Context: an optimization exercise on an open-source flow, tuned for a short achievable clock period and few clock cycles. The choices shown serve that exercise and are no tape-out recipe. Function was checked by simulation only, so behaviour that the tests miss may differ from the original. Power is estimated from default activity; no workload was simulated.

v37:
## mips_datapath
module mips_datapath (
  input  logic             clk,
  input  logic             rst_n,
  input  logic             run,
  output logic [29:0]      inst_mem_addr,
  input  logic [31:0]      inst_mem_data,
  output logic [5:0]       opcode,
  output logic [5:0]       fcode,
  input  logic [13:0]      ctrl,
  output logic             data_mem_we,
  output logic [3:0]       data_mem_be,
  output logic [29:0]      data_mem_addr,
  output logic [31:0]      data_mem_wdata,
  input  logic [31:0]      data_mem_rdata
);
Size in the first run: ~1,300 flip-flops, roughly 190 I/O pins, ~69,000 um^2 of cells after synthesis.
==> flow/config.mk <==
export PLATFORM = sky130hd
export DESIGN_NAME = mips_datapath
export DESIGN_NICKNAME = mips_datapath
export VERILOG_FILES = /design/flow/design.v
export SDC_FILE = /design/flow/constraint.sdc
export NUM_CORES = 4
export LEC_CHECK = 0
export CAP_MARGIN = 20
export CORE_MARGIN = 2
export CORE_UTILIZATION = 40
export SETUP_SLACK_MARGIN = 3.3
export SLEW_MARGIN = 20
export TNS_END_PERCENT = 100
==> flow/constraint.sdc <==
create_clock -name core_clock -period 6.0 [get_ports {clk}]
set_input_delay 1.2000 -clock core_clock [delete_from_list [all_inputs] [get_ports {clk}]]
set_output_delay 1.2000 -clock core_clock [all_outputs]
set_load 0.01 [all_outputs]
run.sh (not shown) runs the stock make flow with config.mk's settings and CLKGATE_MAP_FILE= SYNTH_SCRIPT=/design/flow/synth_recipe.tcl, a recipe that flattens the netlist after the stock synthesis.
Testbench counts of v37, summed over its fixed seeds: cycles 138,825.
## Diff of input files: v16 against v37
-- flow/design.v --
<<< v37, line 68
  output logic [31:0] shr
);
  logic c_sub;                     
  logic lt_signed;
  assign sum           = a + b;
  assign {c_sub, diff} = {1'b0, a} + {1'b0, ~b} + 33'd1;
  always_comb begin
    for (int i = 0; i < 32; i++) lg[i] = tt[{a[i], b[i]}];
>>> v16, line 68
  output logic [31:0] shr
);
  logic c_add;
  logic c_sub;                     
  logic lt_signed;
  assign sum           = a + b;
  assign diff          = a - b;
  assign c_sub         = !(a < b);
  always_comb begin
    for (int i = 0; i < 32; i++) lg[i] = tt[{a[i], b[i]}];
<<< v37, line 195
  output logic [11:0] e_sel,       
  output logic [4:0]  e_shamt,
  output logic [31:0] d_a,
  output logic [31:0] d_b,
>>> v16, line 197
  output logic [11:0] e_sel,       
  output logic [4:0]  e_shamt,
  output logic        e_fsd_ld,    
  output logic [31:0] d_a,
  output logic [31:0] d_b,
<<< v37, line 286
    .q ({e_dst, e_is_load, e_is_store})
  );
  hold_reg #(.W(20)) e_op_r (
    .clk, .en (run),
    .d ({ctrl[mips_pkg::c_mem_partial],
         ctrl[mips_pkg::c_mem_op_hi:mips_pkg::c_mem_op_lo],
         sel,
         ir[10:6]}),
    .q ({e_partial, e_mem_op, e_sel, e_shamt})
  );
endmodule
>>> v16, line 289
    .q ({e_dst, e_is_load, e_is_store})
  );
  hold_reg #(.W(21)) e_op_r (
    .clk, .en (run),
    .d ({ctrl[mips_pkg::c_mem_partial],
         ctrl[mips_pkg::c_mem_op_hi:mips_pkg::c_mem_op_lo],
         sel,
         ir[10:6],
         e_hit_rt && e_is_load}),
    .q ({e_partial, e_mem_op, e_sel, e_shamt, e_fsd_ld})
  );
endmodule
<<< v37, line 309
  input  logic [11:0] e_sel,
  input  logic [4:0]  e_shamt,
  input  logic [31:0] d_a,
  input  logic [31:0] d_b,
>>> v16, line 313
  input  logic [11:0] e_sel,
  input  logic [4:0]  e_shamt,
  input  logic        e_fsd_ld,
  input  logic [31:0] d_a,
  input  logic [31:0] d_b,
<<< v37, line 331
  logic        lt;
  logic [5:0]  sel;                  
  logic [31:0] e_a_d, e_b_d, m_result_d;
  logic        e_fsd;
  logic [1:0]  lo;                   
  logic        byte_op, half_op, word_op, sgn, ld;
>>> v16, line 336
  logic        lt;
  logic [5:0]  sel;                  
  logic [31:0] e_a_d, e_b_d, e_sd_d, m_result_d;
  logic [1:0]  lo;                   
  logic        byte_op, half_op, word_op, sgn, ld;
<<< v37, line 359
    .hold_sel (!run), .hold (e_b), .result (e_b_d)
  );
  hold_reg #(.W(32)) e_sd_r (.clk, .en (run), .d (d_sd), .q (e_sd));
  hold_reg #(.W(1))  e_fsd_r (.clk, .en (run), .d (d_fsd), .q (e_fsd));
  result_pick pick_m (
    .sel (sel & {6{run}}), .sum, .diff, .lg, .lt, .shl, .shr,
>>> v16, line 363
    .hold_sel (!run), .hold (e_b), .result (e_b_d)
  );
  result_pick pick_sd (
    .sel (sel & {6{run && d_fsd}}), .sum, .diff, .lg, .lt, .shl, .shr,
    .other_sel (run && !d_fsd), .other (d_sd),
    .hold_sel (!run), .hold (e_sd), .result (e_sd_d)
  );
  result_pick pick_m (
    .sel (sel & {6{run}}), .sum, .diff, .lg, .lt, .shl, .shr,
<<< v37, line 369
    e_a      <= e_a_d;
    e_b      <= e_b_d;
    m_result <= m_result_d;
  end
>>> v16, line 376
    e_a      <= e_a_d;
    e_b      <= e_b_d;
    e_sd     <= e_sd_d;
    m_result <= m_result_d;
  end
<<< v37, line 377
  assign sgn     = e_mem_op[1];
  assign ld      = e_is_load;
  assign sd = e_fsd ? m_value : e_sd;
  always_comb begin
    be    = 4'b1111;
>>> v16, line 385
  assign sgn     = e_mem_op[1];
  assign ld      = e_is_load;
  assign sd = e_fsd_ld ? m_value : e_sd;
  always_comb begin
    be    = 4'b1111;
<<< v37, line 487
  logic [11:0] e_sel;
  logic [4:0]  e_shamt;
  logic [31:0] d_a, d_b, d_sd;
  logic        d_fa, d_fb, d_fsd;
>>> v16, line 495
  logic [11:0] e_sel;
  logic [4:0]  e_shamt;
  logic        e_fsd_ld;
  logic [31:0] d_a, d_b, d_sd;
  logic        d_fa, d_fb, d_fsd;
<<< v37, line 505
    .clk, .rst_n, .run, .ir, .ctrl, .opcode, .fcode,
    .m_dst, .m_value, .w_dst, .w_value, .stall,
    .e_dst, .e_is_load, .e_is_store, .e_partial, .e_mem_op, .e_sel, .e_shamt,
    .d_a, .d_b, .d_sd, .d_fa, .d_fb, .d_fsd
  );
  execute_stage execute_unit (
    .clk, .rst_n, .run,
    .e_dst, .e_is_load, .e_is_store, .e_partial, .e_mem_op, .e_sel, .e_shamt,
    .d_a, .d_b, .d_sd, .d_fa, .d_fb, .d_fsd, .m_value,
    .m_dst, .m_is_load, .m_is_store, .m_result, .m_be, .m_wdata, .m_vsel
>>> v16, line 514
    .clk, .rst_n, .run, .ir, .ctrl, .opcode, .fcode,
    .m_dst, .m_value, .w_dst, .w_value, .stall,
    .e_dst, .e_is_load, .e_is_store, .e_partial, .e_mem_op, .e_sel, .e_shamt, .e_fsd_ld,
    .d_a, .d_b, .d_sd, .d_fa, .d_fb, .d_fsd
  );
  execute_stage execute_unit (
    .clk, .rst_n, .run,
    .e_dst, .e_is_load, .e_is_store, .e_partial, .e_mem_op, .e_sel, .e_shamt, .e_fsd_ld,
    .d_a, .d_b, .d_sd, .d_fa, .d_fb, .d_fsd, .m_value,
    .m_dst, .m_is_load, .m_is_store, .m_result, .m_be, .m_wdata, .m_vsel
Findings:
- Number of standard cells in the final layout excluding fillers went up slightly going from v37 to v16.
- Power in v16 vs v37: up about 2.3%
- Total number of sequential cells came out exactly the same in v37 and v16.
- Pin count of the biggest net entering global routing is higher on v37
- Via count came out higher on v16 than on v37.
- v16 ended up with a higher global-route met2 utilization than v37 did.
- The maximum frequency number comes out lower for v37 vs v16.
- v16: global-route wire length before repair is 9900 um higher than what v37 reported.
- Compared with v37, v16 shows buffer and inverter count on the worst path higher by 2.
- Re post-synthesis sequential area ratio: v16 is 0.41 points down on v37.
- [v16] leakage power of the design rose 0.59% relative to v37
Testbench counts of v16, summed over its fixed seeds: cycles 138,825.

## port drivers added, routing unchanged
In the flow no input, the clock included, has a driving cell. The finished layouts below were timed again as built, in two steps.
Step 1 (the two cells are an assumption about what drives the block):
set clk [get_ports {clk}]
set_driving_cell -lib_cell sky130_fd_sc_hd__clkbuf_16 $clk
set_driving_cell -lib_cell sky130_fd_sc_hd__buf_2 [delete_from_list [all_inputs] $clk]
Step 2 adds t to the input delays and takes it off the output delays; t is the mean of the earliest and latest rising clock arrival at the registers after step 1. Input paths then give back, and output paths get back, about the clock's delay inside the block.
Three values: no drivers, after step 1, after step 2; two values: the first two.
| run | t, ns | slack for setup (ns) | latest minus earliest clock arrival (ns) | slew at the worst register clock pin (ns) | worst data-port slew with drivers (ns) |
|---|---|---|---|---|---|
| v37 | 0.882 | 2.540 / 2.597 / 1.715 | 0.030 / 0.030 | 0.07 / 0.07 | 0.35 |
| v16 | 0.875 | 2.584 / 2.584 / 1.908 | 0.066 / 0.066 | 0.08 / 0.08 | 0.22 |
After both steps every run listed still meets setup and hold. For v37, which loses most, drivers alone change the setup slack by +0.057 ns; drivers and shift together by -0.825 ns.
